Background: an optimization exercise with open tools, aiming at small area and a short achievable clock period. Do not read the settings as production practice.
Where RTL was checked, it was by simulation tests only, not by an equivalence proof against the original.
The RTL of runs 2 to 6 was laid out without a check of its function.

==> flow/design.v (outline; a module is shown in full before it is edited, if it fits) <==
// module kb_booth_enc: 16 lines
// module kb_scaler: 502 lines
// module attack_arbiter: 140 lines
module attack_arbiter #(
  parameter int unsigned        STUN_W      = 24,
  parameter logic [STUN_W-1:0]  STUN_CYCLES = 24'd20,
  parameter int unsigned        DMG_W       = 10,
  parameter int unsigned        DMG_MAX     = 999
) (
  input  logic             clock,
  input  logic             reset,
  input  logic [31:0]      p1_attack,
  input  logic [31:0]      p1_knockback,
  input  logic [31:0]      p2_attack,
  input  logic [31:0]      p2_knockback,
  output logic [DMG_W-1:0] p1_damage,
  output logic [DMG_W-1:0] p2_damage,
  output logic [31:0]      p1_kb_out,
  output logic             p1_kb_valid,
  output logic [31:0]      p2_kb_out,
  output logic             p2_kb_valid,
  output logic             p1_stunned,
  output logic             p2_stunned,
  output logic             clash
);
  // ...
==> flow/flow/run.sh <==
#!/bin/bash
# Layout flow: the standard synthesis and layout, with
# - inverters around the synthesized full adders removed by flipping adder
#   polarities (flow/polarity.py; combinational only, registers untouched),
# - the port buffers made as the smallest plain buffer instead of the delay
#   buffer buffer_ports picks by default, and
# - a clock tree of smaller buffers without dummy loads.
# Each step's output goes to a log file here.
set -euo pipefail
MARGIN=$(cat flow/margin.txt)
NETLIST="$PWD/orfs/results/${FLOW_PLATFORM}/attack_arbiter/base/1_2_yosys.v"
bash standard.sh "$NETLIST" > synth.log 2>&1
python3 flow/polarity.py "$NETLIST" > polarity.log 2>&1
bash standard.sh SETUP_SLACK_MARGIN="$MARGIN" \
  "BUFFER_PORTS_ARGS=-buffer_cell sky130_fd_sc_hd__buf_1" \
  "CTS_ARGS=-sink_clustering_enable -repair_clock_nets -dont_use_dummy_load -buf_list {sky130_fd_sc_hd__clkbuf_4 sky130_fd_sc_hd__clkbuf_8}" \
  finish > layout.log 2>&1
==> flow/flow/margin.txt <==
7.1
==> flow/flow/polarity.py <==
#!/usr/bin/env python3
"""Remove inverters around full adders in a flat Yosys netlist.

A full adder is self-dual: FA(~a, ~b, ~c) = (~sum, ~cout). Synthesis often
leaves inverters between adder outputs and adder inputs; flipping an adder
(feeding it the complements of its inputs and complementing its outputs)
removes such inverters when that needs fewer inverters than it adds. Also
drops inverter pairs (inv feeding inv). Registers and ports are untouched.

Usage: polarity.py NETLIST.v   (rewrites the file in place, prints a summary)
"""
import re
import sys

INV = re.compile(r"sky130_fd_sc_hd__(clk)?inv_\d+$")
FA = re.compile(r"sky130_fd_sc_hd__fa_\d+$")
OUTPINS = {"X", "Y", "Q", "Q_N", "SUM", "COUT", "HI", "LO"}

path = sys.argv[1]
text = open(path).read()

m_end = text.rindex("endmodule")
first = re.search(r"^\s+sky130_fd_sc_hd__\w+\s", text, re.M)
assert first, "no cells"
header = text[: first.start()]
body = text[first.start(): m_end]
assert "assign" not in body, "assign statements not supported"

cell_re = re.compile(r"\s*(sky130_fd_sc_hd__\w+)\s+(\S+)\s*\((.*?)\);", re.S)
pin_re = re.compile(r"\.(\w+)\(\s*((?:\\\S+\s)|[^()\s]+)\s*\)")

cells = {}          # name -> [type, {pin: net}]
order = []
pos = 0
for m in cell_re.finditer(body):
    assert body[pos: m.start()].strip() == "", body[pos: m.start()][:200]
    pos = m.end()
    typ, name, pins = m.group(1), m.group(2), m.group(3)
    pm = {}
    for p, n in pin_re.findall(pins):
        pm[p] = n.strip()
    cells[name] = [typ, pm]
    order.append(name)
assert body[pos:].strip() == "", body[pos:][:200]

ports = set()
for m in re.finditer(r"^\s*(input|output)\s+(\[\d+:\d+\]\s+)?(\S+);", header, re.M):
    rng, n = m.group(2), m.group(3)
    if rng:
        hi, lo = map(int, re.findall(r"\d+", rng))
        for i in range(min(hi, lo), max(hi, lo) + 1):
            ports.add(f"{n}[{i}]")
    ports.add(n)

driver = {}
loads = {}


def rebuild():
    driver.clear()
    loads.clear()
    for name, (typ, pm) in cells.items():
        for p, n in pm.items():
            if p in OUTPINS:
                driver[n] = (name, p)
            else:
                loads.setdefault(n, set()).add((name, p))


rebuild()
is_inv = lambda c: c in cells and INV.match(cells[c][0]) is not None
is_fa = lambda c: c in cells and FA.match(cells[c][0]) is not None
newid = [0]
new_nets = []


def fresh_net():
    newid[0] += 1
    n = f"_pol{newid[0]}_"
    new_nets.append(n)
    return n


def fresh_cell():
    newid[0] += 1
    return f"_polc{newid[0]}_"


def connect(cell, pin, net):
    old = cells[cell][1].get(pin)
    if old is not None:
        if pin in OUTPINS:
            if driver.get(old) == (cell, pin):
                del driver[old]
        else:
            loads[old].discard((cell, pin))
    cells[cell][1][pin] = net
    if pin in OUTPINS:
        driver[net] = (cell, pin)
    else:
        loads.setdefault(net, set()).add((cell, pin))


def remove_cell(cell):
    for p, n in cells[cell][1].items():
        if p in OUTPINS:
            if driver.get(n) == (cell, p):
                del driver[n]
        else:
            loads[n].discard((cell, p))
    del cells[cell]


def add_inv(a, y):
    c = fresh_cell()
    cells[c] = ["sky130_fd_sc_hd__inv_1", {}]
    connect(c, "A", a)
    connect(c, "Y", y)
    return c


def inv_of(net):
    """An existing inverter whose input is net, if any."""
    for c, p in loads.get(net, ()):
        if p == "A" and is_inv(c):
            return c
    return None


def gain(f):
    """Inverters saved by flipping adder f (negative: more needed); None if
    the flip is not handled."""
    pm = cells[f][1]
    g = 0
    ins = [pm["A"], pm["B"], pm["CIN"]]
    for n in set(ins):
        d = driver.get(n)
        if d and is_inv(d[0]):
            others = [x for x in loads.get(n, ()) if x[0] != f]
            if not others and n not in ports:
                g += 1
        elif inv_of(n) is None:
            g -= 1
    for p in ("SUM", "COUT"):
        s = pm.get(p)
        if s is None:
            continue
        ext = 0
        invs = 0
        plain = s in ports
        for c, q in loads.get(s, ()):
            if q == "A" and is_inv(c):
                invs += 1
                if cells[c][1]["Y"] in ports:
                    ext += 1
            else:
                plain = True
        if ext > 1:
            return None
        g += invs
        if plain:
            g -= 1
    return g


def flip(f):
    pm = cells[f][1]
    for p in ("A", "B", "CIN"):
        n = pm[p]
        d = driver.get(n)
        if d and is_inv(d[0]):
            inv = d[0]
            connect(f, p, cells[inv][1]["A"])
            if not loads.get(n) and n not in ports:
                remove_cell(inv)
        else:
            j = inv_of(n)
            if j is None:
                y = fresh_net()
                add_inv(n, y)
                connect(f, p, y)
            else:
                connect(f, p, cells[j][1]["Y"])
    for p in ("SUM", "COUT"):
        s = pm.get(p)
        if s is None:
            continue
        inv_loads = [c for c, q in list(loads.get(s, ())) if q == "A" and is_inv(c)]
        plain = s in ports or any(not (q == "A" and is_inv(c)) for c, q in loads.get(s, ()))
        target = None
        for c in inv_loads:
            if cells[c][1]["Y"] in ports:
                target = cells[c][1]["Y"]
        if target is None:
            target = fresh_net()
        connect(f, p, target)
        for c in inv_loads:
            y = cells[c][1]["Y"]
            remove_cell(c)
            if y != target:
                for lc, lp in list(loads.get(y, ())):
                    connect(lc, lp, target)
        if plain:
            add_inv(target, s)


def count_inv():
    return sum(1 for c in cells if is_inv(c))


before = count_inv()
flips = 0
changed = True
rounds = 0
while changed and rounds < 20:
    changed = False
    rounds += 1
    for f in [c for c in list(cells) if is_fa(c)]:
        g = gain(f)
        if g is not None and g > 0:
            flip(f)
            flips += 1
            changed = True

# inverter pairs: loads of inv(inv(x)) take x
pairs = 0
for j in [c for c in list(cells) if is_inv(c)]:
    if j not in cells:
        continue
    a, y = cells[j][1]["A"], cells[j][1]["Y"]
    d = driver.get(a)
    if not d or not is_inv(d[0]) or y in ports:
        continue
    x = cells[d[0]][1]["A"]
    for lc, lp in list(loads.get(y, ())):
        connect(lc, lp, x)
    remove_cell(j)
    pairs += 1
    if not loads.get(a) and a not in ports:
        remove_cell(d[0])

# unused inverters
for c in [c for c in list(cells) if is_inv(c)]:
    y = cells[c][1]["Y"]
    if not loads.get(y) and y not in ports:
        remove_cell(c)

after = count_inv()


def fmt(n):
    return n + " " if n.startswith("\\") else n


out = [header.rstrip("\n")]
for n in new_nets:
    out.append(f"  wire {n};")
for name in order + [c for c in cells if c not in set(order)]:
    if name not in cells:
        continue
    typ, pm = cells[name]
    pins = ",\n".join(f"    .{p}({fmt(n)})" for p, n in pm.items())
    out.append(f"  {typ} {fmt(name)} (\n{pins}\n  );")
out.append("endmodule\n")
open(path, "w").write("\n".join(out))
print(f"polarity: {flips} adder flips, {pairs} inverter pairs; inverters {before} -> {after}")
==> flow/standard.sh <==
#!/bin/bash
# synth_recipe.tcl (not shown) runs the flow's synth.tcl, then flattens the netlist and writes it again
# the make line also repeats each setting of config.mk as NAME=value (left out here)
make -C /OpenROAD-flow-scripts/flow DESIGN_CONFIG=/design/flow/config.mk WORK_HOME=/design/flow/orfs CLKGATE_MAP_FILE= SYNTH_SCRIPT=/design/flow/synth_recipe.tcl "${@:-finish}"
==> flow/config.mk <==
export PLATFORM = sky130hd
export DESIGN_NAME = attack_arbiter
export DESIGN_NICKNAME = attack_arbiter
export VERILOG_FILES = /design/flow/design.v
export SDC_FILE = /design/flow/constraint.sdc
export NUM_CORES = 4
export LEC_CHECK = 0
export ABC_AREA = 1
export CAP_MARGIN = 20
export CORE_MARGIN = 2
export CORE_UTILIZATION = 55
export SLEW_MARGIN = 20
==> flow/constraint.sdc <==
create_clock -name core_clock -period 12.0 [get_ports {clock}]
set_input_delay 2.4000 -clock core_clock [delete_from_list [all_inputs] [get_ports {clock}]]
set_output_delay 2.4000 -clock core_clock [all_outputs]
set_load 0.01 [all_outputs]
==> flow_metrics.env, run 1 <==
export IMPL_dominant_cells="multi-input gates"
export IMPL_tightest_slew_ns=0.687
export IMPL_postCtsSetupBuffers=32
export IMPL_setup_viol=0
export IMPL_critPathRequiredTime_ns=12.37
export IMPL_pre_cts_slack_ns=5.23
export IMPL_port_buffers=178
export IMPL_wl_per_cell_um=17.8
export IMPL_skew_ns=0.0373
export IMPL_overflow=0
export IMPL_startpoint="opFactor[1]$_DFF_P_"
export IMPL_clock_path_buffers=2
export IMPL_hold_depth=1
export IMPL_multiInputGateArea_mm2=0.0131
export IMPL_syn_area_per_cell_um2=7.13
export IMPL_reg_largest_list="p1KbOut x36, p2KbOut x36, atkKb x32"
export IMPL_die_w_um=184
export IMPL_r2r_slack_ns=7.07
export IMPL_crit_path_end_kind="flop"
export IMPL_finalCritPeriodShare_pct=41.1
export IMPL_signal_buffers=249
export IMPL_synth_area_mm2=0.0179
export IMPL_maxSlewHeadroom_pct=54.0
export IMPL_vias=17300
export IMPL_synth_fp_nets=2886
export IMPL_place_congestion=0.930
export IMPL_outcome="finished clean"
export IMPL_die_h_um=184
export IMPL_regArea_mm2=0.00344
export IMPL_critPathSlowestCell="fa_1"
export IMPL_met3_usage_pct=7.79
export IMPL_clkSinkCount=154
export IMPL_viasPerCell=5.60
export IMPL_gr_usage_met1_pct=46.3
export IMPL_critPathMaxFanout=15
export IMPL_grt_pass1_vias=16200
==> module attack_arbiter, before the edit <==
module attack_arbiter #(
  parameter int unsigned        STUN_W      = 24,
  parameter logic [STUN_W-1:0]  STUN_CYCLES = 24'd20,
  parameter int unsigned        DMG_W       = 10,
  parameter int unsigned        DMG_MAX     = 999
) (
  input  logic             clock,
  input  logic             reset,
  input  logic [31:0]      p1_attack,
  input  logic [31:0]      p1_knockback,
  input  logic [31:0]      p2_attack,
  input  logic [31:0]      p2_knockback,
  output logic [DMG_W-1:0] p1_damage,
  output logic [DMG_W-1:0] p2_damage,
  output logic [31:0]      p1_kb_out,
  output logic             p1_kb_valid,
  output logic [31:0]      p2_kb_out,
  output logic             p2_kb_valid,
  output logic             p1_stunned,
  output logic             p2_stunned,
  output logic             clash
);
  localparam int unsigned SW = 5;
  logic              p1Block, p2Block;        
  logic              p1Pending, p2Pending;
  logic [1:0]        p1Code, p2Code;
  logic              vicIsP1;
  logic [31:0]       atkKb;
  logic [DMG_W:0]    opFactor;
  logic [5:0]        opOne, opTwo;
  logic [4:0]        opNeg;
  logic [SW-1:0]     stunCount;
  logic              stunIsP2;
  logic [DMG_W-1:0]  p1Damage, p2Damage;
  logic [35:0]       p1KbOut, p2KbOut;
  logic              p1KbValid, p2KbValid, clashReg;
  logic              eval;                    
  logic              p1HitEv, p2HitEv, p1Stun, p2Stun;
  logic              p1Cand, p2Cand, p1Victim, p2Victim, clashNow;
  logic              p1PendNext, p2PendNext, vicIsP1Next;
  logic [1:0]        p1CodeNext, p2CodeNext;
  logic [DMG_W-1:0]  dmgNext, opDamage;
  logic [20:0]       p1VicOps, p2VicOps;      
  logic [DMG_W:0]    factorNext;
  logic [35:0]       kbScaled;
  assign p1Stun = (stunCount != '0) & ~stunIsP2;
  assign p2Stun = (stunCount != '0) & stunIsP2;
  assign p1HitEv = p1_attack[attack_pkg::HIT] & p1_attack[attack_pkg::ACTIVE] & ~p1Block & ~p1Stun
                   & attack_pkg::hitValid(p1_attack[attack_pkg::SPEC_N:attack_pkg::SMASH_U]);
  assign p2HitEv = p2_attack[attack_pkg::HIT] & p2_attack[attack_pkg::ACTIVE] & ~p2Block & ~p2Stun
                   & attack_pkg::hitValid(p2_attack[attack_pkg::SPEC_N:attack_pkg::SMASH_U]);
  always_comb begin
    p1Cand   = p1Pending & ~p1Stun & ~p2Stun;
    p2Cand   = p2Pending & ~p1Stun & ~p2Stun;
    p1Victim = eval & p2Cand & (~p1Cand
               | attack_pkg::tierBeats(p2Code, p1Code));
    p2Victim = eval & p1Cand & (~p2Cand
               | attack_pkg::tierBeats(p1Code, p2Code));
    clashNow = eval & p1Cand & p2Cand
               & ~attack_pkg::tierBeats(p1Code, p2Code) & ~attack_pkg::tierBeats(p2Code, p1Code);
  end
  always_comb begin
    p1PendNext  = reset & (p1HitEv | (p1Pending & ~eval));
    p2PendNext  = reset & (p2HitEv | (p2Pending & ~eval));
    p1CodeNext  = p1HitEv ? attack_pkg::hitCode(p1_attack[attack_pkg::SPEC_N:attack_pkg::SMASH_U]) : p1Code;
    p2CodeNext  = p2HitEv ? attack_pkg::hitCode(p2_attack[attack_pkg::SPEC_N:attack_pkg::SMASH_U]) : p2Code;
    vicIsP1Next = (p1HitEv | p2HitEv)
                  ? p2PendNext & (~p1PendNext
                    | attack_pkg::tierBeats(p2CodeNext, p1CodeNext))
                  : vicIsP1;
    p1VicOps    = attack_pkg::hitOperands(p1Damage, p2CodeNext);
    p2VicOps    = attack_pkg::hitOperands(p2Damage, p1CodeNext);
    {factorNext, dmgNext} = vicIsP1Next ? p1VicOps : p2VicOps;
  end
  assign opDamage = DMG_W'({opFactor[DMG_W:7] - 4'd1, opFactor[6:0]});
  kb_booth_enc uEnc (.m(opFactor), .bo(opOne), .bt(opTwo), .bn(opNeg));
  kb_scaler uKb (.base(atkKb), .bo(opOne), .bt(opTwo), .bn(opNeg), .scaled(kbScaled));
  always_ff @(posedge clock) begin
    if (!reset) begin
      p1Block <= p1_attack[attack_pkg::ACTIVE];
      p2Block <= p2_attack[attack_pkg::ACTIVE];
    end else begin
      if (p1HitEv) p1Block <= 1'b1;
      else if (!p1_attack[attack_pkg::ACTIVE]) p1Block <= 1'b0;
      if (p2HitEv) p2Block <= 1'b1;
      else if (!p2_attack[attack_pkg::ACTIVE]) p2Block <= 1'b0;
    end
  end
  always_ff @(posedge clock) begin
    p1Pending <= p1PendNext;
    p2Pending <= p2PendNext;
    p1Code    <= p1CodeNext;
    p2Code    <= p2CodeNext;
    vicIsP1   <= vicIsP1Next;
    if (vicIsP1Next ? p2HitEv : p1HitEv) atkKb <= vicIsP1Next ? p2_knockback : p1_knockback;
    opFactor  <= factorNext;
  end
  always_ff @(posedge clock) begin
    if (!reset) begin
      eval        <= 1'b0;
      p1Damage    <= '0;
      p2Damage    <= '0;
      p1KbOut     <= '0;
      p2KbOut     <= '0;
      p1KbValid   <= 1'b0;
      p2KbValid   <= 1'b0;
      stunCount   <= '0;
      stunIsP2    <= 1'b0;
      clashReg    <= 1'b0;
    end else begin
      eval      <= ~eval & ~p1KbValid & ~p2KbValid & (p1Pending | p2Pending);
      p1KbValid <= p1Victim;
      p2KbValid <= p2Victim;
      clashReg  <= clashNow;
      if (p1Victim) begin
        p1Damage <= opDamage;
        p1KbOut  <= kbScaled;
      end
      if (p2Victim) begin
        p2Damage <= opDamage;
        p2KbOut  <= kbScaled;
      end
      if (p1Victim | p2Victim) begin
        stunCount <= SW'(STUN_CYCLES);
        stunIsP2  <= p2Victim;
      end else if (stunCount != '0) begin
        stunCount <= stunCount - SW'(1);
      end
    end
  end
  assign p1_damage   = p1Damage;
  assign p2_damage   = p2Damage;
  assign p1_kb_out   = {attack_pkg::kbClamp(p1KbOut[35:18]), attack_pkg::kbClamp(p1KbOut[17:0])};
  assign p2_kb_out   = {attack_pkg::kbClamp(p2KbOut[35:18]), attack_pkg::kbClamp(p2KbOut[17:0])};
  assign p1_kb_valid = p1KbValid;
  assign p2_kb_valid = p2KbValid;
  assign p1_stunned  = p1Stun;
  assign p2_stunned  = p2Stun;
  assign clash       = clashReg;
endmodule
==> run 2, diff against run 1 <==
--- a/flow/design.v
+++ b/flow/design.v
@@ -53,20 +53,20 @@
     mHi1  = {1'b0, hiInc[5:3]} + 4'd1;
     sat   = lo[4] ? (sat1 | (sat1h & lo[3])) : (sat0 | (sat0h & lo[3]));
     up    = lo[4] ? hiInc : hi;
     mHi   = lo[4] ? mHi1 : mHi0;
     dNew  = sat ? 10'd999 : {up, lo[3:0]};
     m     = sat ? 11'd1127 : {mHi, up[2:0], lo[3:0]};
     hitOperands = {m, dNew};
   endfunction
-  function automatic logic [15:0] kbClamp(input logic [17:0] r);
-    if (r[17])      kbClamp = 16'h7FFF;
-    else if (r[16]) kbClamp = 16'h8001;
-    else            kbClamp = r[15:0];
+  function automatic logic [15:0] kbClamp(input logic [19:0] q);
+    if (!q[19] && (q[18:15] != 4'b0000))                          kbClamp = 16'h7FFF;
+    else if (q[19] && ((q[18:15] != 4'b1111) || (q[14:0] == '0))) kbClamp = 16'h8001;
+    else                                                           kbClamp = q[15:0];
   endfunction
 endpackage
 module kb_booth_enc (
   input  logic [10:0] m,
   output logic [5:0]  bo,
   output logic [5:0]  bt,
   output logic [4:0]  bn
 );
@@ -80,17 +80,17 @@
     assign bn[i] = mx[2*i+2] & ~(mx[2*i+1] & mx[2*i]);
   end
 endmodule
 module kb_scaler (
   input  logic [31:0] base,
   input  logic [5:0]  bo,
   input  logic [5:0]  bt,
   input  logic [4:0]  bn,
-  output logic [35:0] scaled
+  output logic [39:0] scaled
 );
   logic [15:0] k0, k1;
   assign k0 = base[15:0];
   assign k1 = base[31:16];
   logic s0_1, c0_2;
   assign s0_1 = (((bo[0] & k0[6]) | (bt[0] & k0[5])) ^ bn[0]) ^ (((bo[1] & k0[4]) | (bt[1] & k0[3])) ^ bn[1]);
   assign c0_2 = (((bo[0] & k0[6]) | (bt[0] & k0[5])) ^ bn[0]) & (((bo[1] & k0[4]) | (bt[1] & k0[3])) ^ bn[1]);
   logic s0_3, c0_4;
@@ -314,32 +314,19 @@
   assign c0_148 = (1'b1 & s0_101) | (c0_100 & (1'b1 ^ s0_101));
   logic s0_149, c0_150;
   assign s0_149 = ~(((bo[4] | bt[4]) & k0[15]) ^ bn[4]) ^ (((bo[5] & k0[15]) | (bt[5] & k0[14]))) ^ c0_102;
   assign c0_150 = (~(((bo[4] | bt[4]) & k0[15]) ^ bn[4]) & (((bo[5] & k0[15]) | (bt[5] & k0[14])))) | (c0_102 & (~(((bo[4] | bt[4]) & k0[15]) ^ bn[4]) ^ (((bo[5] & k0[15]) | (bt[5] & k0[14])))));
   logic s0_151, c0_152;
   assign s0_151 = (((bo[5] | bt[5]) & k0[15])) ^ 1'b1;
   assign c0_152 = (((bo[5] | bt[5]) & k0[15])) & 1'b1;
   logic [26:0] ra0, rb0, p0;
-  logic [7:0] lo0;
-  logic [26:7] zb0;
-  logic [19:0] q0;
-  logic zero0, over0, under0;
   assign ra0 = {c0_150, c0_148, c0_146, c0_144, c0_142, c0_140, c0_138, c0_136, c0_134, c0_132, c0_130, c0_128, c0_126, c0_124, c0_122, c0_120, c0_118, c0_116, c0_114, c0_112, c0_110, c0_108, c0_106, c0_104, s0_103, (((bo[0] & k0[1]) | (bt[0] & k0[0])) ^ bn[0]), ((bo[0] & k0[0]) ^ bn[0])};
   assign rb0 = {s0_151, s0_149, s0_147, s0_145, s0_143, s0_141, s0_139, s0_137, s0_135, s0_133, s0_131, s0_129, s0_127, s0_125, s0_123, s0_121, s0_119, s0_117, s0_115, s0_113, s0_111, s0_109, s0_107, s0_105, bn[1], 1'b0, bn[0]};
   assign p0 = ra0 + rb0;
-  assign q0 = p0[26:7];
-  assign lo0 = {1'b0, ra0[6:0]} + {1'b0, rb0[6:0]};
-  assign zb0[7] = (ra0[7] ^ rb0[7]) == lo0[7];
-  for (genvar i = 8; i < 27; i++) begin : gZero0
-    assign zb0[i] = (ra0[i] ^ rb0[i]) == (ra0[i-1] | rb0[i-1]);
-  end
-  assign zero0 = &zb0[21:7];
-  assign over0  = ~q0[19] & (q0[18:15] != '0);
-  assign under0 = q0[19] & ((q0[18:15] != '1) | zero0);
   logic s1_153, c1_154;
   assign s1_153 = (((bo[0] & k1[6]) | (bt[0] & k1[5])) ^ bn[0]) ^ (((bo[1] & k1[4]) | (bt[1] & k1[3])) ^ bn[1]);
   assign c1_154 = (((bo[0] & k1[6]) | (bt[0] & k1[5])) ^ bn[0]) & (((bo[1] & k1[4]) | (bt[1] & k1[3])) ^ bn[1]);
   logic s1_155, c1_156;
   assign s1_155 = (((bo[0] & k1[7]) | (bt[0] & k1[6])) ^ bn[0]) ^ (((bo[1] & k1[5]) | (bt[1] & k1[4])) ^ bn[1]);
   assign c1_156 = (((bo[0] & k1[7]) | (bt[0] & k1[6])) ^ bn[0]) & (((bo[1] & k1[5]) | (bt[1] & k1[4])) ^ bn[1]);
   logic s1_157, c1_158;
   assign s1_157 = (((bo[0] & k1[8]) | (bt[0] & k1[7])) ^ bn[0]) ^ (((bo[1] & k1[6]) | (bt[1] & k1[5])) ^ bn[1]) ^ (((bo[2] & k1[4]) | (bt[2] & k1[3])) ^ bn[2]);
@@ -559,33 +546,20 @@
   assign c1_300 = (1'b1 & s1_253) | (c1_252 & (1'b1 ^ s1_253));
   logic s1_301, c1_302;
   assign s1_301 = ~(((bo[4] | bt[4]) & k1[15]) ^ bn[4]) ^ (((bo[5] & k1[15]) | (bt[5] & k1[14]))) ^ c1_254;
   assign c1_302 = (~(((bo[4] | bt[4]) & k1[15]) ^ bn[4]) & (((bo[5] & k1[15]) | (bt[5] & k1[14])))) | (c1_254 & (~(((bo[4] | bt[4]) & k1[15]) ^ bn[4]) ^ (((bo[5] & k1[15]) | (bt[5] & k1[14])))));
   logic s1_303, c1_304;
   assign s1_303 = (((bo[5] | bt[5]) & k1[15])) ^ 1'b1;
   assign c1_304 = (((bo[5] | bt[5]) & k1[15])) & 1'b1;
   logic [26:0] ra1, rb1, p1;
-  logic [7:0] lo1;
-  logic [26:7] zb1;
-  logic [19:0] q1;
-  logic zero1, over1, under1;
   assign ra1 = {c1_302, c1_300, c1_298, c1_296, c1_294, c1_292, c1_290, c1_288, c1_286, c1_284, c1_282, c1_280, c1_278, c1_276, c1_274, c1_272, c1_270, c1_268, c1_266, c1_264, c1_262, c1_260, c1_258, c1_256, s1_255, (((bo[0] & k1[1]) | (bt[0] & k1[0])) ^ bn[0]), ((bo[0] & k1[0]) ^ bn[0])};
   assign rb1 = {s1_303, s1_301, s1_299, s1_297, s1_295, s1_293, s1_291, s1_289, s1_287, s1_285, s1_283, s1_281, s1_279, s1_277, s1_275, s1_273, s1_271, s1_269, s1_267, s1_265, s1_263, s1_261, s1_259, s1_257, bn[1], 1'b0, bn[0]};
   assign p1 = ra1 + rb1;
-  assign q1 = p1[26:7];
-  assign lo1 = {1'b0, ra1[6:0]} + {1'b0, rb1[6:0]};
-  assign zb1[7] = (ra1[7] ^ rb1[7]) == lo1[7];
-  for (genvar i = 8; i < 27; i++) begin : gZero1
-    assign zb1[i] = (ra1[i] ^ rb1[i]) == (ra1[i-1] | rb1[i-1]);
-  end
-  assign zero1 = &zb1[21:7];
-  assign over1  = ~q1[19] & (q1[18:15] != '0);
-  assign under1 = q1[19] & ((q1[18:15] != '1) | zero1);
-  assign scaled = {over1, under1, q1[15:0], over0, under0, q0[15:0]};
+  assign scaled = {p1[26:7], p0[26:7]};
 endmodule
 module attack_arbiter #(
   parameter int unsigned        STUN_W      = 24,
   parameter logic [STUN_W-1:0]  STUN_CYCLES = 24'd20,
   parameter int unsigned        DMG_W       = 10,
   parameter int unsigned        DMG_MAX     = 999
 ) (
   input  logic             clock,
@@ -611,27 +585,27 @@
   logic              vicIsP1;
   logic [31:0]       atkKb;
   logic [DMG_W:0]    opFactor;
   logic [5:0]        opOne, opTwo;
   logic [4:0]        opNeg;
   logic [SW-1:0]     stunCount;
   logic              stunIsP2;
   logic [DMG_W-1:0]  p1Damage, p2Damage;
-  logic [35:0]       p1KbOut, p2KbOut;
+  logic [39:0]       p1KbOut, p2KbOut;
   logic              p1KbValid, p2KbValid, clashReg;
   logic              eval;                    
   logic              p1HitEv, p2HitEv, p1Stun, p2Stun;
   logic              p1Cand, p2Cand, p1Victim, p2Victim, clashNow;
-  logic              p1PendNext, p2PendNext, vicIsP1Next;
+  logic              p1PendNext, p2PendNext, p1PendKeep, p2PendKeep, vicIsP1Next;
   logic [1:0]        p1CodeNext, p2CodeNext;
   logic [DMG_W-1:0]  dmgNext, opDamage;
   logic [20:0]       p1VicOps, p2VicOps;      
   logic [DMG_W:0]    factorNext;
-  logic [35:0]       kbScaled;
+  logic [39:0]       kbScaled;
   assign p1Stun = (stunCount != '0) & ~stunIsP2;
   assign p2Stun = (stunCount != '0) & stunIsP2;
   assign p1HitEv = p1_attack[attack_pkg::HIT] & p1_attack[attack_pkg::ACTIVE] & ~p1Block & ~p1Stun
                    & attack_pkg::hitValid(p1_attack[attack_pkg::SPEC_N:attack_pkg::SMASH_U]);
   assign p2HitEv = p2_attack[attack_pkg::HIT] & p2_attack[attack_pkg::ACTIVE] & ~p2Block & ~p2Stun
                    & attack_pkg::hitValid(p2_attack[attack_pkg::SPEC_N:attack_pkg::SMASH_U]);
   always_comb begin
     p1Cand   = p1Pending & ~p1Stun & ~p2Stun;
@@ -639,22 +613,24 @@
     p1Victim = eval & p2Cand & (~p1Cand
                | attack_pkg::tierBeats(p2Code, p1Code));
     p2Victim = eval & p1Cand & (~p2Cand
                | attack_pkg::tierBeats(p1Code, p2Code));
     clashNow = eval & p1Cand & p2Cand
                & ~attack_pkg::tierBeats(p1Code, p2Code) & ~attack_pkg::tierBeats(p2Code, p1Code);
   end
   always_comb begin
-    p1PendNext  = reset & (p1HitEv | (p1Pending & ~eval));
-    p2PendNext  = reset & (p2HitEv | (p2Pending & ~eval));
+    p1PendKeep  = p1HitEv | (p1Pending & ~eval);
+    p2PendKeep  = p2HitEv | (p2Pending & ~eval);
+    p1PendNext  = reset & p1PendKeep;
+    p2PendNext  = reset & p2PendKeep;
     p1CodeNext  = p1HitEv ? attack_pkg::hitCode(p1_attack[attack_pkg::SPEC_N:attack_pkg::SMASH_U]) : p1Code;
     p2CodeNext  = p2HitEv ? attack_pkg::hitCode(p2_attack[attack_pkg::SPEC_N:attack_pkg::SMASH_U]) : p2Code;
     vicIsP1Next = (p1HitEv | p2HitEv)
-                  ? p2PendNext & (~p1PendNext
+                  ? p2PendKeep & (~p1PendKeep
                     | attack_pkg::tierBeats(p2CodeNext, p1CodeNext))
                   : vicIsP1;
     p1VicOps    = attack_pkg::hitOperands(p1Damage, p2CodeNext);
     p2VicOps    = attack_pkg::hitOperands(p2Damage, p1CodeNext);
     {factorNext, dmgNext} = vicIsP1Next ? p1VicOps : p2VicOps;
   end
   assign opDamage = DMG_W'({opFactor[DMG_W:7] - 4'd1, opFactor[6:0]});
   kb_booth_enc uEnc (.m(opFactor), .bo(opOne), .bt(opTwo), .bn(opNeg));
@@ -709,16 +685,16 @@
         stunIsP2  <= p2Victim;
       end else if (stunCount != '0) begin
         stunCount <= stunCount - SW'(1);
       end
     end
   end
   assign p1_damage   = p1Damage;
   assign p2_damage   = p2Damage;
-  assign p1_kb_out   = {attack_pkg::kbClamp(p1KbOut[35:18]), attack_pkg::kbClamp(p1KbOut[17:0])};
-  assign p2_kb_out   = {attack_pkg::kbClamp(p2KbOut[35:18]), attack_pkg::kbClamp(p2KbOut[17:0])};
+  assign p1_kb_out   = {attack_pkg::kbClamp(p1KbOut[39:20]), attack_pkg::kbClamp(p1KbOut[19:0])};
+  assign p2_kb_out   = {attack_pkg::kbClamp(p2KbOut[39:20]), attack_pkg::kbClamp(p2KbOut[19:0])};
   assign p1_kb_valid = p1KbValid;
   assign p2_kb_valid = p2KbValid;
   assign p1_stunned  = p1Stun;
   assign p2_stunned  = p2Stun;
   assign clash       = clashReg;
 endmodule
==> flow/flow/margin.txt (replaced) <==
7.3
==> run 2 against run 1 <==
Compared with the run above: non-clock buffer count grew 3; register-to-register slack gained 0.22 ns; worst hold slack gained 0.014 ns; still clean.
==> flow_metrics.env, run 2 <==
export IMPL_fmax_mhz=213
export IMPL_cts_tree="yes"
export IMPL_maxSlewHeadroom_pct=48.2
export IMPL_clock_path_buffers=2
export IMPL_grt_pass1_wl_um=83600
export IMPL_clock_latency_ns=0.50
export IMPL_overflow=0
export IMPL_rsz0062_at_grt="yes"
export IMPL_r2r_slack_ns=7.30
export IMPL_syn_area_per_cell_um2=7.33
export IMPL_reg_largest_list="p1KbOut x40, p2KbOut x40, atkKb x32"
export IMPL_wl_per_cell_um=18.1
export IMPL_drv_slew=0
export IMPL_worstHoldEndpoint="eval$_SDFF_PN0_"
export IMPL_design_area_mm2=0.0203
export IMPL_dr_pass1_iters=5
export IMPL_clkTransAtPathRegs_ns=0.08
export IMPL_yosys_warnings=1
export IMPL_holdCritStartpoint="p2KbValid$_SDFF_PN0_"
export IMPL_reg2reg_depth=21
export IMPL_post_route_drc_count=0
export IMPL_areaGrowthSynthToFinish_pct=16.2
export IMPL_port_buffers=178
export IMPL_synthCells=2389
export IMPL_crit_arrival_ns=5.14
export IMPL_dpl_cell_area_mm2=0.0184
export IMPL_finalCritPeriodShare_pct=39.2
export IMPL_outcome="finished clean"
export IMPL_core_area_mm2=0.0315
export IMPL_die_h_um=182
export IMPL_critPathRequiredTime_ns=12.43
export IMPL_critPathMaxFanout=16
export IMPL_clkSinkCount=162
export IMPL_layout_common_cells="nand2_1, inv_1, xor2_1"
export IMPL_synth_fp_nets=2735
export IMPL_hold_path_class="reg2reg"
export IMPL_post_route_min_period_ns=4.70
export IMPL_h_tree_depth=4
export IMPL_place_inst=2860
export IMPL_crit_path_end_kind="flop"
export IMPL_hold_viol=0
export IMPL_final_common_cell="nand2_1"
export IMPL_path_class="reg2reg"
export IMPL_detail_route_antenna_nets=0
export IMPL_setup_viol=0
export IMPL_grtUsageTotal_pct=31.6
export IMPL_layout_nets=2878
export IMPL_hpwl_um=38100
export IMPL_die_area_mm2=0.0333
export IMPL_rows=65
export IMPL_start_util_pct=55.6
export IMPL_insertedDiodeCount=0
export IMPL_final_cell_count_no_fill=2932
export IMPL_wl_um=53100
export IMPL_drive_above_1_share_pct=14.5
export IMPL_viasPerCell=5.77
export IMPL_cp_start_kind="flop"
export IMPL_place_congestion=0.899
export IMPL_cts_root_buffer="clkbuf_8"
export IMPL_grt_max_degree=64
export IMPL_synth_area_mm2=0.0175
export IMPL_drt_iter0_drc=1112
export IMPL_max_cap_viol_count=0
export IMPL_hold_depth=1
export IMPL_io_pins=219
export IMPL_grt_pass1_vias=16000
export IMPL_vias=16900
export IMPL_skew_ns=0.0320
export IMPL_numCtsBuffers=17
export IMPL_tightest_slew_ns=0.778
export IMPL_antenna_found_initial=0
export IMPL_rr_endpoint="p2KbOut[34]$_SDFFE_PN0P_"
export IMPL_tns_ns=0
export IMPL_timing_rr_start="opFactor[1]$_DFF_P_"
export IMPL_die_w_um=182
## run 2: per-layer routing
| layer | up-vias | track usage [%] | wire length (um) | share of wire [%] |
|---|---|---|---|---|
| li1 | 8180 | - | - | - |
| met1 | 7927 | 42.4 | 23400 | 44 |
| met3 | 94 | 5.19 | 3750 | 7.1 |
| met2 | 704 | 52.1 | 24700 | 47 |
| met5 | - | 0 | 0 | 0 |
| met4 | 0 | 10.0 | 1220 | 2.3 |
## run 2: repair_timing
item | 4_1_cts | 5_1_grt
setup endpoints to repair | 148 | 155
hold buffers | 0 | 0
gates cloned | 4 | 2
setup buffers | 16 | 33
resized for setup | 103 | 198
pin swaps | 10 | 72
## run 2: per-stage QoR
step	hold slack [ns]	util, %	setup WS (ns)
2_1_floorplan	0.439	-	7.32
3_3_place_gp	0.443	58.4	5.96
3_5_place_dp	0.434	58.4	5.94
4_1_cts	0.447	61.2	7.24
5_1_grt	0.456	64.6	7.15
6_report	0.447	64.6	7.30
## run 2: critical path: stages (launching register included)
cell,delay [ns]
dfxtp_4,0.37
buf_12,0.14
ha_4,0.16
nor2_4,0.20
buf_12,0.20
inv_6,0.12
xor2_2,0.27
xor2_1,0.17
inv_1,0.05
ha_1,0.16
o21bai_1,0.18
fa_1,0.59
fa_2,0.48
ha_4,0.32
nand4_1,0.24
nor2_2,0.25
nand3_1,0.08
o21bai_2,0.22
a21o_1,0.23
nand3_2,0.09
nand2_1,0.06
inv_1,0.04
## run 2: worst max path at each step
stage / start / end / cells past startpoint
global placement: opFactor[1]$_DFF_P_ / p2KbOut[16]$_SDFFE_PN0P_ / 23
global route: opFactor[5]$_DFF_P_ / p2KbOut[35]$_SDFFE_PN0P_ / 18
detailed placement: opFactor[1]$_DFF_P_ / p1KbOut[19]$_SDFFE_PN0P_ / 26
finish: opFactor[1]$_DFF_P_ / p2KbOut[34]$_SDFFE_PN0P_ / 21
CTS: opFactor[1]$_DFF_P_ / p1KbOut[19]$_SDFFE_PN0P_ / 28
floorplan: p1_attack[2] / opFactor[9]$_DFF_P_ / 22
## run 2: layout make-up
| class | instances | area [um^2] |
|---|---|---|
| multi-input cells | 1738 | 13200 |
| fillers | 2914 | 11100 |
| flip-flops and latches | 162 | 3600 |
| repair buffers | 252 | 1430 |
| inverters | 359 | 1390 |
| well taps | 402 | 503 |
| clock buffers | 17 | 234 |
| repair inverters | 2 | 12.5 |
==> run 3, diff against run 2 <==
==> flow/flow/margin.txt (replaced) <==
6.9
==> run 3 against run 2 <==
Compared with the run above: still clean; worst setup slack worse by 0.20 ns; wire length down 3.2%; synthesized area is the same.
==> flow_metrics.env, run 3 <==
export IMPL_grt_pass1_vias=15400
export IMPL_layout_nets=2844
export IMPL_path_class="reg2reg"
export IMPL_cts_hold_buf=0
export IMPL_syn_area_per_cell_um2=7.33
export IMPL_hpwl_um=37800
export IMPL_viasPerCell=5.75
export IMPL_holdCritStartpoint="p1KbValid$_SDFF_PN0_"
export IMPL_cp_cell_sequence="buf_12 > inv_8 > o21ai_1 > o21ai_2 > buf_12 > nand2_1 > nand2_1 > xor2_2 > or2_2 > nand2_1 > inv_1 > ha_1 > inv_1 > nand2_1 > fa_1 > fa_1 > ha_2 > nand4_1 > nor4_1 > a21oi_1 > nand3_1 > nand3_1 > o211ai_1 > inv_1"
export IMPL_worstHoldEndpoint="eval$_SDFF_PN0_"
export IMPL_overflow=0
export IMPL_tightest_slew_ns=1.02
export IMPL_h_tree_depth=4
export IMPL_vias=16700
export IMPL_grt_pass1_wl_um=81900
export IMPL_detail_route_antenna_nets=0
export IMPL_layout_common_cells="nand2_1, inv_1, xor2_1"
export IMPL_setup_viol=0
export IMPL_fin_util_pct=61.1
export IMPL_drive_above_1_share_pct=8.53
export IMPL_cpPeakStageDelay_ns=0.54
export IMPL_postLayoutSetupSlackWorst_ns=7.10
export IMPL_grt_max_degree=64
export IMPL_die_w_um=182
export IMPL_timing_rr_start="opFactor[1]$_DFF_P_"
export IMPL_cpMostUsedCell="nand2_1"
export IMPL_critPathMaxFanout=18
export IMPL_dr_pass1_iters=5
export IMPL_port_buffers=178
export IMPL_drv_slew=0
export IMPL_finalCritPeriodShare_pct=40.8
export IMPL_clkSinkCount=162
export IMPL_die_area_mm2=0.0333
export IMPL_rows=65
export IMPL_areaGrowthSynthToFinish_pct=9.97
export IMPL_skew_ns=0.0404
export IMPL_io_pins=219
export IMPL_antenna_found_initial=0
export IMPL_die_h_um=182
export IMPL_cts_tree="yes"
export IMPL_tns_ns=0
export IMPL_wl_um=51400
export IMPL_reg_largest_list="p1KbOut x40, p2KbOut x40, atkKb x32"
export IMPL_synthCells=2389
export IMPL_rr_endpoint="p2KbOut[38]$_SDFFE_PN0P_"
export IMPL_grtUsageTotal_pct=30.9
export IMPL_outcome="finished clean"
export IMPL_crit_arrival_ns=5.29
export IMPL_clock_latency_ns=0.51
export IMPL_max_cap_viol_count=0
export IMPL_final_common_cell="nand2_1"
export IMPL_numCtsBuffers=17
export IMPL_critPathRequiredTime_ns=12.39
export IMPL_clock_path_buffers=2
export IMPL_rsz0062_at_grt="no"
export IMPL_nFillCells=2995
export IMPL_critPathSlowestCell="fa_1"
export IMPL_start_util_pct=55.6
export IMPL_synth_fp_nets=2735
export IMPL_post_route_min_period_ns=4.90
export IMPL_r2r_slack_ns=7.10
export IMPL_hold_path_class="reg2reg"
export IMPL_synth_area_mm2=0.0175
export IMPL_yosys_warnings=1
export IMPL_maxSlewHeadroom_pct=31.7
export IMPL_hold_viol=0
export IMPL_wl_per_cell_um=17.7
export IMPL_reg2reg_depth=24
export IMPL_insertedDiodeCount=0
export IMPL_core_area_mm2=0.0315
export IMPL_clkTransAtPathRegs_ns=0.08
export IMPL_place_congestion=0.952
export IMPL_cts_root_buffer="clkbuf_8"
export IMPL_fmax_mhz=204
export IMPL_drt_iter0_drc=1437
export IMPL_cp_start_kind="flop"
export IMPL_hold_depth=1
export IMPL_post_route_drc_count=0
export IMPL_crit_path_end_kind="flop"
export IMPL_pre_cts_slack_ns=6.21
run 3: worst max path at each step:
stage | end | startpoint | depth (start not counted)
finish | p2KbOut[38]$_SDFFE_PN0P_ | opFactor[1]$_DFF_P_ | 24
global route | p2KbOut[39]$_SDFFE_PN0P_ | opFactor[9]$_DFF_P_ | 18
CTS | p2KbOut[35]$_SDFFE_PN0P_ | opFactor[3]$_DFF_P_ | 18
detailed placement | p2KbOut[39]$_SDFFE_PN0P_ | opFactor[1]$_DFF_P_ | 21
global placement | p2KbOut[39]$_SDFFE_PN0P_ | opFactor[1]$_DFF_P_ | 21
floorplan | atkKb[0]$_DFFE_PP_ | p1_attack[2] | 14
run 3: final cells by class:
class / count / area [um^2] / area share, %
Inverter: 359 / 1380 / 7.19
Multi-Input combinational cell: 1738 / 12400 / 64.6
Timing Repair inverter: 1 / 7.51 / 0.0390
Tap cell: 402 / 503 / 2.61
Timing Repair Buffer: 219 / 1080 / 5.62
Clock buffer: 17 / 234 / 1.22
Sequential cell: 162 / 3590 / 18.7
run 3: metrics by stage:
step / std cells / instance area [um^2] / hold slack (ns)
after floorplan: 2389 / 17500 / 0.439
after global placement: 2857 / 18300 / 0.409
after detailed placement: 2857 / 18300 / 0.410
after CTS: 2882 / 18800 / 0.382
after global routing: 2898 / 19200 / 0.402
final: 2898 / 19200 / 0.391
run 3: critical path, delay by kind of cell (launching register included):
kind | cells | cell delay (ns)
compound gates | 4 | 0.53
xor+xnor | 1 | 0.24
fa+ha+maj | 4 | 1.56
buf+inv | 6 | 0.55
flops | 1 | 0.42
simple gates | 9 | 1.48
run 3: per-layer routing:
metal  wire, um  track usage [%]
met2      22000             46.2
met4       1080             8.52
met1      24300             45.6
met5          0                0
met3       3970             5.65
run 3: what timing repair did:
item | 4_1_cts | 5_1_grt
buffers inserted | 7 | 12
pin swaps | 1 | 5
setup endpoints to repair | 64 | 58
cloned | 1 | 3
gates resized for setup | 30 | 73
==> run 4, diff against run 3 <==
==> flow/flow/margin.txt (replaced) <==
7.1
==> run 4 against run 3 <==
Compared with the run above: still clean on timing, DRC and antenna; register-to-register slack better by 0.13 ns; final area up 2.6%; sequential share of layout area down 0.44 points; synthesized cell count unchanged; die area unchanged; flip-flop and latch count unchanged; critical path depth unchanged; critical path type unchanged.
==> flow_metrics.env, run 4 <==
export IMPL_outcome="finished clean"
export IMPL_reg2reg_depth=24
export IMPL_r2r_slack_ns=7.23
export IMPL_nFillCells=2930
export IMPL_crit_path_end_kind="flop"
export IMPL_final_common_cell="nand2_1"
export IMPL_synth_area_mm2=0.0175
export IMPL_pre_cts_slack_ns=6.21
export IMPL_hold_viol=0
export IMPL_setup_viol=0
export IMPL_finalCritPeriodShare_pct=39.8
export IMPL_detail_route_antenna_nets=0
export IMPL_hpwl_um=37800
export IMPL_critPathRequiredTime_ns=12.40
export IMPL_cts_hold_buf=0
export IMPL_die_h_um=182
export IMPL_grtUsageTotal_pct=31.2
export IMPL_tns_ns=0
export IMPL_maxSlewHeadroom_pct=31.1
export IMPL_grt_pass1_wl_um=82600
export IMPL_vias=16700
export IMPL_cp_start_kind="flop"
export IMPL_drive_above_1_share_pct=10.8
export IMPL_core_area_mm2=0.0315
export IMPL_critPathMaxFanout=18
export IMPL_grt_max_degree=64
export IMPL_place_congestion=0.952
export IMPL_clock_latency_ns=0.52
export IMPL_regArea_mm2=0.00360
export IMPL_layout_common_cells="nand2_1, inv_1, xor2_1"
export IMPL_dr_pass1_iters=5
export IMPL_drv_slew=0
export IMPL_overflow=0
export IMPL_rsz0062_at_grt="yes"
export IMPL_synthCells=2389
export IMPL_layout_nets=2860
export IMPL_multiInputGateArea_mm2=0.0127
export IMPL_port_buffers=178
export IMPL_insertedDiodeCount=0
export IMPL_timing_rr_start="opFactor[1]$_DFF_P_"
export IMPL_wl_um=52200
export IMPL_fmax_mhz=210
export IMPL_clkSinkCount=162
export IMPL_drt_iter0_drc=1475
export IMPL_postLayoutSetupSlackWorst_ns=7.23
export IMPL_numCtsBuffers=17
export IMPL_crit_arrival_ns=5.17
export IMPL_die_w_um=182
export IMPL_max_cap_viol_count=0
export IMPL_areaGrowthSynthToFinish_pct=12.8
export IMPL_start_util_pct=55.6
export IMPL_cts_root_buffer="clkbuf_8"
export IMPL_die_area_mm2=0.0333
export IMPL_post_route_drc_count=0
export IMPL_tightest_slew_ns=1.03
export IMPL_io_pins=219
export IMPL_worstHoldEndpoint="eval$_SDFF_PN0_"
export IMPL_post_route_min_period_ns=4.77
export IMPL_wl_per_cell_um=17.9
export IMPL_grt_pass1_vias=15400
export IMPL_path_class="reg2reg"
export IMPL_rr_endpoint="p2KbOut[38]$_SDFFE_PN0P_"
export IMPL_antenna_found_initial=0
export IMPL_clkTransAtPathRegs_ns=0.08
export IMPL_hold_path_class="reg2reg"
export IMPL_yosys_warnings=1
export IMPL_holdCritStartpoint="p1KbValid$_SDFF_PN0_"
export IMPL_skew_ns=0.0356
export IMPL_h_tree_depth=4
export IMPL_synth_fp_nets=2735
export IMPL_hold_depth=1
export IMPL_rows=65
export IMPL_viasPerCell=5.73
export IMPL_syn_area_per_cell_um2=7.33
export IMPL_reg_largest_list="p1KbOut x40, p2KbOut x40, atkKb x32"
export IMPL_clock_path_buffers=2
export IMPL_cts_tree="yes"
[run 4: through the flow]
step           utilization (%)  cell area, um^2  std cells  hold WS [ns]
6_report                  62.7            19700       2914         0.395
5_1_grt                   62.7            19700       2914         0.403
4_1_cts                   60.4            19000       2888         0.382
3_5_place_dp              58.3            18300       2857         0.410
3_3_place_gp              58.3            18300       2857         0.409
2_1_floorplan                -            17500       2389         0.439
[run 4: how the worst max path moves through the flow]
| stage | from | to | slack (ns) |
|---|---|---|---|
| after floorplan | p1_attack[2] | atkKb[0]$_DFFE_PP_ | 7.18 |
| after global placement | opFactor[1]$_DFF_P_ | p2KbOut[39]$_SDFFE_PN0P_ | 6.19 |
| after detailed placement | opFactor[1]$_DFF_P_ | p2KbOut[39]$_SDFFE_PN0P_ | 6.21 |
| after CTS | opFactor[1]$_DFF_P_ | p2KbOut[35]$_SDFFE_PN0P_ | 7.10 |
| after global routing | opFactor[1]$_DFF_P_ | p2KbOut[39]$_SDFFE_PN0P_ | 7.00 |
| final | opFactor[1]$_DFF_P_ | p2KbOut[38]$_SDFFE_PN0P_ | 7.23 |
[run 4: cell type report]
| class | count | share of cell area (%) |
|---|---|---|
| clock buffers | 17 | 1.19 |
| inverters | 359 | 7.05 |
| repair inverters | 1 | 0.0380 |
| well taps | 402 | 2.55 |
| flip-flops and latches | 162 | 18.2 |
| repair buffers | 235 | 6.59 |
| multi-input cells | 1738 | 64.4 |
[run 4: routing by layer]
| layer | vias up | part of all wire [%] | track usage [%] |
|---|---|---|---|
| met3 | 78 | 8.1 | 6.07 |
| li1 | 8139 | - | - |
| met5 | - | 0 | 0 |
| met4 | 0 | 2.2 | 8.23 |
| met1 | 7786 | 47 | 46.0 |
| met2 | 698 | 43 | 46.8 |
[run 4: timing repair]
| item | in CTS | in global routing |
|---|---|---|
| gates cloned | 4 | 2 |
| pin swaps | 5 | 16 |
| resized for setup | 68 | 107 |
| endpoints found under the setup margin | 70 | 99 |
| setup buffers | 10 | 23 |
[run 4: critical path, cell delays in order (launching register included)]
cell      delay (ns)
dfxtp_4         0.38
buf_12          0.15
inv_12          0.07
o21ai_4         0.16
o21ai_4         0.11
buf_12          0.16
nand2_1         0.09
nand2_2         0.10
xor2_2          0.19
or2_2           0.32
nand2_1         0.06
inv_1           0.04
ha_1            0.16
inv_1           0.05
nand2_1         0.09
fa_1            0.53
fa_1            0.43
ha_2            0.41
nand4_1         0.19
nor4_1          0.33
nand3_1         0.17
nand3_1         0.12
nand3_1         0.13
o211ai_1        0.13
inv_1           0.05
==> run 5, diff against run 4 <==
==> flow/flow/margin.txt (replaced) <==
7.0
--- a/flow/config.mk
+++ b/flow/config.mk
@@ -5,7 +5,6 @@
 export SDC_FILE = /design/flow/constraint.sdc
 export NUM_CORES = 4
 export LEC_CHECK = 0
-export ABC_AREA = 1
 export CAP_MARGIN = 20
 export CORE_MARGIN = 2
 export CORE_UTILIZATION = 55
==> run 5 against run 4 <==
Compared with the run above: critical endpoint is now opFactor[9]$_DFF_P_; still clean on timing, DRC and antenna; register-to-register slack got worse by 0.33 ns; final cell count fell by 13%; count of clock-buffer cells in the layout did not move; utilization up 4.3 points.
==> flow_metrics.env, run 5 <==
export IMPL_r2r_slack_ns=6.90
export IMPL_timing_critical_path_to="opFactor[9]$_DFF_P_"
export IMPL_drt_iter0_drc=1469
export IMPL_clkTransAtPathRegs_ns=0.09
export IMPL_nFillCells=2521
export IMPL_wl_per_cell_um=21.0
export IMPL_tns_ns=0
export IMPL_reg_largest_list="p1KbOut x40, p2KbOut x40, atkKb x32"
export IMPL_place_congestion=0.896
export IMPL_areaGrowthSynthToFinish_pct=19.4
export IMPL_rr_endpoint="p2KbOut[39]$_SDFFE_PN0P_"
export IMPL_synth_fp_nets=2340
export IMPL_cp_start_kind="input port"
export IMPL_cts_tree="yes"
export IMPL_maxSlewHeadroom_pct=24.4
export IMPL_skew_ns=0.0575
export IMPL_tightest_slew_ns=1.13
export IMPL_overflow=0
export IMPL_synthCells=1994
export IMPL_post_route_min_period_ns=5.39
export IMPL_post_route_drc_count=0
export IMPL_clock_latency_ns=0.52
export IMPL_grt_pass1_vias=14100
export IMPL_reg2reg_depth=19
export IMPL_grt_pass1_wl_um=77900
export IMPL_clkSinkCount=162
export IMPL_io_pins=219
export IMPL_crit_path_end_kind="flop"
export IMPL_core_area_mm2=0.0298
export IMPL_clock_path_buffers=2
export IMPL_hpwl_um=33300
export IMPL_layout_nets=2506
export IMPL_cp_cell_sequence="buf_6 > or4_4 > or4_4 > a21oi_4 > or2_4 > nand2_4 > ha_4 > a21o_1 > a21oi_2 > a32oi_4 > nand4_1 > xnor2_2 > ha_4 > xnor2_2 > xnor2_1 > o32ai_2"
export IMPL_cp_num_buf_inv=1
export IMPL_antenna_found_initial=0
export IMPL_crit_arrival_ns=5.80
export IMPL_cts_root_buffer="clkbuf_8"
export IMPL_critPathSlowestCell="or4_4"
export IMPL_timing_rr_start="opFactor[3]$_DFF_P_"
export IMPL_outcome="finished clean"
export IMPL_finalCritPeriodShare_pct=44.9
export IMPL_h_tree_depth=4
export IMPL_fmax_mhz=186
export IMPL_yosys_warnings=1
export IMPL_dr_pass1_iters=5
export IMPL_hold_viol=0
export IMPL_startpoint="p1_attack[3]"
export IMPL_hold_path_class="reg2reg"
export IMPL_rsz0062_at_grt="yes"
export IMPL_crit_cells=16
export IMPL_detail_route_antenna_nets=0
export IMPL_setup_viol=0
export IMPL_syn_area_per_cell_um2=8.39
export IMPL_start_util_pct=56.1
export IMPL_rows=63
export IMPL_cpPeakStageDelay_ns=0.55
export IMPL_grt_max_degree=62
export IMPL_die_area_mm2=0.0318
export IMPL_grtUsageTotal_pct=31.5
export IMPL_crit_family="simple AND/OR/NAND/NOR gates"
export IMPL_path_class="in2reg"
export IMPL_drv_slew=0
export IMPL_max_cap_viol_count=0
export IMPL_die_h_um=178
export IMPL_final_common_cell="nand2_1"
export IMPL_viasPerCell=6.15
export IMPL_critPathMaxFanout=3
export IMPL_synth_area_mm2=0.0167
export IMPL_vias=15700
export IMPL_wl_um=53600
export IMPL_drive_above_1_share_pct=15.3
export IMPL_numCtsBuffers=17
export IMPL_critPathRequiredTime_ns=12.41
export IMPL_layout_common_cells="nand2_1, buf_1, a21oi_1"
export IMPL_die_w_um=178
export IMPL_port_buffers=178
## run 5: per-layer routing
| layer | part of all wire (%) | wire length [um] | up-vias | GRT usage, % |
|---|---|---|---|---|
| met2 | 43 | 23200 | 715 | 47.2 |
| li1 | - | - | 7326 | - |
| met4 | 3.4 | 1820 | 0 | 10.6 |
| met3 | 7.6 | 4070 | 109 | 4.62 |
| met1 | 46 | 24500 | 7535 | 46.4 |
| met5 | 0 | 0 | - | 0 |
## run 5: repair_timing
action	in CTS	in global routing
setup buffers	48	50
setup endpoints to repair	95	93
cloned	5	8
hold buffers	0	0
resized for setup	74	131
pin swaps	41	66
## run 5: worst min path at each step
| stage | start | end | slack (ns) | cells after the start |
|---|---|---|---|---|
| floorplan | p2KbOut[28]$_SDFFE_PN0P_ | p2KbOut[28]$_SDFFE_PN0P_ | 0.45 | 2 |
| global placement | p1KbValid$_SDFF_PN0_ | eval$_SDFF_PN0_ | 0.41 | 1 |
| detailed placement | p1KbValid$_SDFF_PN0_ | eval$_SDFF_PN0_ | 0.42 | 1 |
| CTS | p1KbValid$_SDFF_PN0_ | eval$_SDFF_PN0_ | 0.43 | 1 |
| global route | p1KbValid$_SDFF_PN0_ | eval$_SDFF_PN0_ | 0.45 | 1 |
| finish | p1KbValid$_SDFF_PN0_ | eval$_SDFF_PN0_ | 0.43 | 1 |
## run 5: final cells by class
cell class / count / area, um^2 / area share (%)
flip-flops and latches: 162 / 3610 / 18.1
well taps: 390 / 488 / 2.44
multi-input cells: 1551 / 13100 / 65.4
clock buffers: 17 / 234 / 1.17
repair buffers: 305 / 2120 / 10.6
diodes: 1 / 2.50 / 0.0125
inverters: 123 / 469 / 2.35
## run 5: through the flow
stage	instances	utilization, %	instance area, um^2	hold slack (ns)	worst slack [ns]
after floorplan	1994	-	17000	0.445	6.28
after global placement	2420	59.0	17600	0.413	5.75
after detailed placement	2420	59.0	17600	0.420	5.70
after CTS	2490	63.0	18800	0.432	6.69
after global routing	2548	67.0	20000	0.450	6.48
final	2549	67.0	20000	0.435	6.61
==> run 6, diff against run 5 <==
==> flow/flow/margin.txt (replaced) <==
7.1
--- a/flow/config.mk
+++ b/flow/config.mk
@@ -5,7 +5,8 @@
 export SDC_FILE = /design/flow/constraint.sdc
 export NUM_CORES = 4
 export LEC_CHECK = 0
+export ABC_AREA = 1
 export CAP_MARGIN = 20
 export CORE_MARGIN = 2
-export CORE_UTILIZATION = 55
+export CORE_UTILIZATION = 45
 export SLEW_MARGIN = 20
==> run 6 against run 5 <==
Compared with the run above: sequential share of layout area decreased by 0.094 points; flip-flop and latch count unchanged; worst hold slack better by 0.0071 ns; utilization down 15 points; global-route usage decreased by 5.6 points; critical path type is now reg2reg.
==> flow_metrics.env, run 6 <==
export IMPL_dpl_cell_area_mm2=0.0185
export IMPL_final_common_cell="nand2_1"
export IMPL_nFillCells=3847
export IMPL_clkSinkCount=162
export IMPL_clock_latency_ns=0.49
export IMPL_pre_cts_slack_ns=5.99
export IMPL_die_area_mm2=0.0405
export IMPL_synth_fp_nets=2735
export IMPL_path_class="reg2reg"
export IMPL_design_area_mm2=0.0201
export IMPL_crit_cells=19
export IMPL_syn_area_per_cell_um2=7.33
export IMPL_cp_cell_sequence="buf_12 > ha_4 > inv_8 > bufbuf_16 > o22ai_2 > xor2_1 > fa_1 > inv_1 > fa_1 > fa_2 > ha_4 > nand2_1 > o21a_1 > o21ai_1 > a21oi_2 > or2_2 > nand3_1 > nand2_1 > inv_1"
export IMPL_detail_route_antenna_nets=0
export IMPL_r2r_slack_ns=7.25
export IMPL_maxSlewHeadroom_pct=48.5
export IMPL_dr_pass1_iters=5
export IMPL_grt_pass1_vias=15800
export IMPL_hold_viol=0
export IMPL_numCtsBuffers=17
export IMPL_die_w_um=201
export IMPL_h_tree_depth=4
export IMPL_clkTransAtPathRegs_ns=0.08
export IMPL_start_util_pct=45.4
export IMPL_tightest_slew_ns=0.771
export IMPL_synth_area_mm2=0.0175
export IMPL_rr_endpoint="p2KbOut[30]$_SDFFE_PN0P_"
export IMPL_tns_ns=0
export IMPL_die_h_um=201
export IMPL_finalCritPeriodShare_pct=39.6
export IMPL_critPathMaxFanout=11
export IMPL_areaGrowthSynthToFinish_pct=14.7
export IMPL_max_cap_viol_count=0
export IMPL_crit_arrival_ns=5.18
export IMPL_cts_root_buffer="clkbuf_8"
export IMPL_hold_depth=1
export IMPL_rows=72
export IMPL_cpPeakStageDelay_ns=0.57
export IMPL_drive_above_1_share_pct=11.8
export IMPL_timing_rr_start="opFactor[1]$_DFF_P_"
export IMPL_holdCritStartpoint="p1KbValid$_SDFF_PN0_"
export IMPL_layout_common_cells="nand2_1, inv_1, xor2_1"
export IMPL_place_congestion=0.898
export IMPL_antenna_found_initial=1
export IMPL_crit_path_end_kind="flop"
export IMPL_reg2reg_depth=19
export IMPL_drt_iter0_drc=1415
export IMPL_drv_slew=0
export IMPL_clock_path_buffers=2
export IMPL_hold_path_class="reg2reg"
export IMPL_crit_family="adder cells"
export IMPL_vias=16700
export IMPL_cts_tree="yes"
export IMPL_rsz0062_at_grt="yes"
export IMPL_skew_ns=0.0248
export IMPL_grtUsageTotal_pct=25.9
export IMPL_grt_pass1_wl_um=84300
export IMPL_grt_max_degree=64
export IMPL_wl_um=53500
export IMPL_postLayoutSetupSlackWorst_ns=7.25
export IMPL_outcome="finished clean"
export IMPL_whs_ns=0.442
export IMPL_overflow=0
export IMPL_synthCells=2389
export IMPL_post_route_min_period_ns=4.75
export IMPL_worstHoldEndpoint="eval$_SDFF_PN0_"
export IMPL_cp_num_buf_inv=5
export IMPL_yosys_warnings=1
export IMPL_critPathSlowestCell="fa_1"
export IMPL_viasPerCell=5.49
export IMPL_critPathRequiredTime_ns=12.44
export IMPL_layout_nets=2865
export IMPL_cp_start_kind="flop"
export IMPL_reg_largest_list="p1KbOut x40, p2KbOut x40, atkKb x32"
export IMPL_port_buffers=178
export IMPL_fmax_mhz=211
export IMPL_core_area_mm2=0.0386
export IMPL_io_pins=219
export IMPL_cts_hold_buf=0
export IMPL_wl_per_cell_um=17.6
export IMPL_hpwl_um=38800
export IMPL_post_route_drc_count=0
export IMPL_setup_viol=0
## run 6: cell types whose count changed in the layout (fill, tap and decap cells not counted), sizes merged, moves of 58 or more
cell | before | now
nor2 | 67 | 125
nand2 | 276 | 449
inv | 123 | 349
xnor2 | 95 | 14
buf | 294 | 235
a22oi | 135 | 0
o22ai | 2 | 177
xor2 | 120 | 185
nand3 | 40 | 115
## run 6: area by class of cell
| type | count | area (um^2) | share of cell area (%) |
|---|---|---|---|
| repair buffers | 239 | 1330 | 6.60 |
| clock buffers | 17 | 234 | 1.17 |
| well taps | 518 | 648 | 3.23 |
| flip-flops and latches | 162 | 3610 | 18.0 |
| diodes | 1 | 2.50 | 0.0125 |
| inverters | 359 | 1410 | 7.00 |
| multi-input cells | 1739 | 12800 | 64.0 |
| repair inverters | 1 | 7.51 | 0.0374 |
## run 6: metrics by stage
| step | util [%] | std cells |
|---|---|---|
| global placement | 47.9 | 2971 |
| floorplan | - | 2389 |
| finish | 52.0 | 3036 |
| CTS | 50.0 | 3005 |
| detailed placement | 48.0 | 2972 |
| global route | 52.0 | 3036 |
## run 6: how the worst max path moves through the flow
stage	end	startpoint	slack, ns
2_1_floorplan	atkKb[0]$_DFFE_PP_	p1_attack[2]	7.18
3_3_place_gp	p2KbOut[39]$_SDFFE_PN0P_	opFactor[7]$_DFF_P_	6.00
3_5_place_dp	p2KbOut[39]$_SDFFE_PN0P_	opFactor[0]$_DFF_P_	5.99
4_1_cts	p2KbOut[39]$_SDFFE_PN0P_	opFactor[1]$_DFF_P_	7.07
5_1_grt	p1KbOut[18]$_SDFFE_PN0P_	opFactor[5]$_DFF_P_	7.06
6_report	p2KbOut[30]$_SDFFE_PN0P_	opFactor[1]$_DFF_P_	7.25
## run 6: metal layers
metal / track usage, % / vias up / wire [um]
met5: 0 / - / 0
met4: 8.11 / 0 / 1430
met3: 4.63 / 94 / 3820
met2: 39.3 / 675 / 22800
met1: 37.5 / 7750 / 25400
li1: - / 8163 / -
## run 6: repair_timing
item,in CTS,in global routing
setup buffers,11,27
pin swaps,6,32
endpoints found under the setup margin,74,102
resized for setup,85,123
cloned,5,1

separate check: timing with driven ports:
No port has a modelled driver above. Below, the same layouts with a new extraction and two added sets of constraints. Step 1, drivers: a clkbuf_16 drives clock and a buf_2 each remaining input, both assumed. Step 2 times the ports against the registers' clock, not the clock port: input delays grow and output delays shrink by t, the midpoint of the rising clock arrivals with the driver on. Three values: no drivers, after step 1, after step 2; two values: the first two.
run	t (ns)	slack for setup (ns)	hold slack, ns
run 1	0.538	7.073 / 7.073 / 6.753	0.434 / 0.434 / 0.434
run 2	0.534	7.296 / 7.296 / 6.930	0.447 / 0.447 / 0.447
run 3	0.542	7.101 / 7.101 / 6.668	0.391 / 0.391 / 0.391
run 4	0.554	7.230 / 7.230 / 6.789	0.395 / 0.395 / 0.395
run 5	0.539	6.610 / 6.625 / 6.086	0.435 / 0.435 / 0.435
run 6	0.532	7.253 / 7.253 / 6.832	0.442 / 0.442 / 0.442
After both steps every run listed still meets setup and hold. The setup slack of run 5, which loses most, moves by +0.015 ns with the drivers and by -0.524 ns with both steps.
